Context: an optimization exercise on an open-source flow, tuned for small area, a short achievable clock period and few clock cycles per item. The choices shown serve that exercise and are no tape-out recipe.
RTL that was checked went through simulation tests only; none was proved equivalent to the original.
Power is estimated from default activity; no workload was simulated.

the baseline:
## moving_baseline_spike_detector
module moving_baseline_spike_detector #(
    parameter int WINDOW     = 8,
    parameter int DAY_LENGTH = 1440
) (
    input  logic                             i_clk,
    input  logic                             i_rst_n,
    input  logic                             i_valid,
    output logic                             o_ready,
    input  logic [mbsd_pkg::COUNT_W-1:0]     i_error_count,
    input  logic                             i_start_of_day,
    output logic                             o_valid,
    input  logic                             i_ready,
    output logic                             o_decision_valid,
    output logic                             o_anomaly,
    output logic [mbsd_pkg::MINUTE_W-1:0]    o_minute_index,
    output logic [mbsd_pkg::BASE_W-1:0]      o_baseline_sum,
    output logic [mbsd_pkg::TOTAL_W-1:0]     o_anomaly_total,
    input  logic                             i_cfg_valid,
    output logic                             o_cfg_ready,
    input  logic [mbsd_pkg::CFG_IDX_W-1:0]   i_cfg_index,
    input  logic [mbsd_pkg::CFG_W-1:0]       i_cfg_data
);
    localparam int COUNT_W = mbsd_pkg::COUNT_W;
  ...
Size in the first run: roughly 2000 cells after synthesis, ~370 flip-flops, about 86 I/O pins, about 0.022 mm^2 of cells after synthesis.
==> flow/config.mk <==
export PLATFORM = sky130hd
export DESIGN_NAME = moving_baseline_spike_detector
export DESIGN_NICKNAME = moving_baseline_spike_detector
export VERILOG_FILES = /design/flow/design.v
export SDC_FILE = /design/flow/constraint.sdc
export NUM_CORES = 4
export LEC_CHECK = 0
export ABC_AREA = 1
export CAP_MARGIN = 20
export CORE_MARGIN = 2
export CORE_UTILIZATION = 55
export SETUP_SLACK_MARGIN = 5
export SLEW_MARGIN = 60
==> flow/constraint.sdc <==
create_clock -name core_clock -period 10.0 [get_ports {i_clk}]
set_input_delay 2.0000 -clock core_clock [delete_from_list [all_inputs] [get_ports {i_clk}]]
set_output_delay 2.0000 -clock core_clock [all_outputs]
set_load 0.01 [all_outputs]
standard.sh (not shown) runs the stock make flow with config.mk's settings and CLKGATE_MAP_FILE= SYNTH_SCRIPT=/design/flow/synth_recipe.tcl, a recipe that flattens the netlist after the stock synthesis.
==> flow/flow/run.sh <==
#!/bin/bash
# Standard ORFS layout (the standard.sh) with two changes to how the layout
# is made:
#  - timing repair aims for a larger setup-slack margin (flow/margin.txt), so it
#    keeps improving paths below the clock period;
#  - the port buffers that global placement inserts are plain buffers
#    (flow/port_buffer.txt) instead of the delay cell ORFS picks by default.
# The whole make output goes to make_flow.log; ORFS's per-step logs stay in
# orfs/logs.
set -euo pipefail
MARGIN=$(cat flow/margin.txt)
PORTBUF=$(cat flow/port_buffer.txt)
sed -e "s/SETUP_SLACK_MARGIN=[0-9.]*/SETUP_SLACK_MARGIN=${MARGIN}/" standard.sh > standard_margin.sh
grep -q "SETUP_SLACK_MARGIN=${MARGIN}" standard_margin.sh
bash standard_margin.sh "BUFFER_PORTS_ARGS=-buffer_cell ${PORTBUF}" finish > make_flow.log 2>&1
==> flow/flow/margin.txt <==
6.6
==> flow/flow/port_buffer.txt <==
sky130_fd_sc_hd__buf_2
Here is what was changed in the inputs of the candidate compared with the baseline.
# the baseline
export LEC_CHECK = 0
export ABC_AREA = 1
export CAP_MARGIN = 20
export CORE_MARGIN = 2
export CORE_UTILIZATION = 55
export SETUP_SLACK_MARGIN = 5
export SLEW_MARGIN = 60
create_clock -name core_clock -period 10.0 [get_ports {i_clk}]
# the candidate
export LEC_CHECK = 0
export ABC_AREA = 1
export CAP_MARGIN = 20
export CORE_MARGIN = 2
export CORE_UTILIZATION = 55
export SETUP_SLACK_MARGIN = 5
export SLEW_MARGIN = 20
create_clock -name core_clock -period 10.0 [get_ports {i_clk}]
Taking the baseline as the reference point, the non-clock inverter instance count of the final layout of the candidate falls by 0.97%.
Per the comparison of the candidate with the baseline, average detailed-routed wire length per instance lower; portion of total power attributed to combinational logic lower; leakage dissipation lower; clock buffer and inverter area fraction after layout roughly the same; global-route usage lower.
The higher total power of the baseline and the candidate is in the baseline.
The fmax in the candidate was lower than what the baseline gave.
Compared with the baseline, the candidate shows first-iteration DRC count that has gone up by a few percent.
For the baseline, the critical-path cell with the highest stage delay was sky130_fd_sc_hd__fa_1, unlike the candidate, where it was sky130_fd_sc_hd__edfxtp_1.
Function was not checked in any run of this note: the RTL went through the layout flow alone.

---

Another version of the RTL of moving_baseline_spike_detector (not shown whole).
For scale: roughly 2100 cells after synthesis, ~380 flip-flops, ~86 I/O pins.
export LEC_CHECK = 0
export ABC_AREA = 1
export CAP_MARGIN = 20
export CORE_MARGIN = 2
export CORE_UTILIZATION = 55
export CTS_CLUSTER_DIAMETER = 90
export CTS_CLUSTER_SIZE = 30
export SETUP_SLACK_MARGIN = 5
export SLEW_MARGIN = 20
create_clock -name core_clock -period 10.0 [get_ports {i_clk}]
Scripts as last shown in full above: flow/flow/run.sh, flow/flow/margin.txt, flow/flow/port_buffer.txt
Testbench counts at the start, summed over its fixed seeds: cycles 23,064, items 23,040.
==> next run, changes <==
Settings changed: CORE_UTILIZATION 55 to 65, CTS_CLUSTER_DIAMETER 90 to 80, CTS_CLUSTER_SIZE 30 to 24, PLACE_DENSITY set to 0.8.
Result: Register-to-register slack hardly moves; worst setup slack is about the same; via count grows by 4.1%; non-clock buffer count shrinks by 15; sequential share of layout area grows by 0.50 points; core utilization grows by 11 points; total power stays flat.
==> next run, changes <==
Settings changed: CORE_UTILIZATION 65 to 55, CTS_CLUSTER_DIAMETER 80 to not set, CTS_CLUSTER_SIZE 24 to not set, PLACE_DENSITY 0.8 to not set.
What happened: Via count shrinks by 2.3%; design area grows by 4.1%; worst setup slack loses 0.026 ns; sequential share of layout area shrinks by 1.7 points; clock-buffer cell count grows by 26; wire length grows by 6.4%.

---

Starting RTL as in the previous note.
export LEC_CHECK = 0
export ABC_AREA = 1
export CAP_MARGIN = 20
export CORE_MARGIN = 2
export CORE_UTILIZATION = 55
export CTS_BUF_LIST = sky130_fd_sc_hd__clkbuf_16 sky130_fd_sc_hd__clkbuf_8 sky130_fd_sc_hd__clkbuf_4
export CTS_CLUSTER_DIAMETER = 80
export CTS_CLUSTER_SIZE = 24
export SETUP_SLACK_MARGIN = 5
export SLEW_MARGIN = 20
create_clock -name core_clock -period 10.0 [get_ports {i_clk}]
Scripts as last shown in full above: flow/flow/run.sh, flow/flow/margin.txt, flow/flow/port_buffer.txt
Testbench counts at the start, summed over its fixed seeds: cycles 23,064, items 23,040.
==> next run, changes <==
Settings changed: CTS_BUF_LIST sky130_fd_sc_hd__clkbuf_16 sky130_fd_sc_hd__clkbuf_8 sky130_fd_sc_hd__clkbuf_4 to not set.
Result: Fmax stays flat; clock skew hardly moves; final cell count is unchanged; clock-buffer cell count does not change; wire length stays flat; cell area is about the same; non-clock buffer count does not change; area after synthesis stays the same; sequential power is about the same; total power is about the same; via count stays flat.
==> next run, changes <==
==> flow/flow/margin.txt (replaced) <==
6.5
=> The changed run finished clean. Hold slack is better by 3.6 ps. Die area is unchanged. Via count came out lower by a few percent. Cell area came out lower by a few percent. Non-clock buffer count came out lower by 44. Clock power came out higher by a few percent. Power came out lower slightly.

---

moving_baseline_spike_detector again, from the RTL that the note above started with.
export LEC_CHECK = 0
export ABC_AREA = 1
export CAP_MARGIN = 20
export CORE_MARGIN = 2
export CORE_UTILIZATION = 65
export CTS_CLUSTER_DIAMETER = 80
export CTS_CLUSTER_SIZE = 24
export SETUP_SLACK_MARGIN = 5
export SLEW_MARGIN = 20
create_clock -name core_clock -period 10.0 [get_ports {i_clk}]
==> flow/flow/margin.txt <==
6.6
Scripts as last shown in full above: flow/flow/run.sh, flow/flow/port_buffer.txt
The first run went through all stages and came out clean.
Testbench counts at the start, summed over its fixed seeds: cycles 23,064, items 23,040.
Edit:
==> flow/flow/margin.txt (replaced) <==
6.7
Settings changed: CORE_UTILIZATION 65 to 55.
Setup slack improves by 0.015 ns.
Die area climbs by 18%.
Via count climbs by 0.82%.
Wire length climbs by 5.1%.
Synthesized area stays the same.
Sequential power barely changes.
Core utilization drops by 9.7 points.
Global-route usage drops by 2.6 points.
Design area climbs by 3.3%.
Flip-flop and latch count stays the same.
Register-to-register slack improves by 0.02 ns.
Edit:
==> flow/flow/margin.txt (replaced) <==
6.6
Settings changed: PLACE_DENSITY set to 0.75.
Outcome:
- core utilization goes down by 2.9 points
- setup slack loses 0.011 ns
- first-iteration DRC count goes up by 9.4%
- power goes down by 5.1%

port drivers added, routing unchanged:
The results above use ideal ports. As a check the final layouts listed here were re-extracted and re-timed, cells and wires unchanged.
Step 1 (the two cells are an assumption about what drives the block):
set clk [get_ports {i_clk}]
set_driving_cell -lib_cell sky130_fd_sc_hd__clkbuf_16 $clk
set_driving_cell -lib_cell sky130_fd_sc_hd__buf_2 [delete_from_list [all_inputs] $clk]
Step 2 moves the port delays by t, midway between the first and last clock arrival at a register: inputs arrive t later, outputs are due t later. That takes back most of the time a late clock gives input paths.
Three values: ideal, step 1, step 2; two values: the first two.
run | t, ns | setup slack, ns | latest minus earliest clock arrival (ns) | worst slew at a driven data input, ns
the baseline | 0.627 | 6.638 / 6.638 / 6.101 | 0.050 / 0.050 | 0.07
the candidate | 0.635 | 6.624 / 6.624 / 6.194 | 0.023 / 0.023 | 0.07
the first run of note 2 | 0.607 | 6.606 / 6.606 / 6.147 | 0.041 / 0.041 | 0.05
the second run of note 2 | 0.615 | 6.607 / 6.607 / 6.123 | 0.018 / 0.017 | 0.05
the third run of note 2 | 0.633 | 6.581 / 6.581 / 6.072 | 0.034 / 0.034 | 0.05
the first run of note 3 | 0.641 | 6.659 / 6.659 / 6.079 | 0.033 / 0.033 | 0.05
the second run of note 3 | 0.643 | 6.661 / 6.661 / 6.072 | 0.035 / 0.035 | 0.05
the third run of note 3 | 0.637 | 6.547 / 6.547 / 6.039 | 0.026 / 0.026 | 0.04
the first run of note 4 | 0.600 | 6.661 / 6.661 / 6.130 | 0.024 / 0.024 | 0.06
the second run of note 4 | 0.629 | 6.676 / 6.676 / 6.282 | 0.024 / 0.024 | 0.05
the third run of note 4 | 0.609 | 6.665 / 6.665 / 6.188 | 0.024 / 0.025 | 0.06
After both steps setup and hold are still met in every run listed. The setup slack of the second run of note 3, which loses most, moves by 0.000 ns with the drivers and by -0.589 ns with both steps.
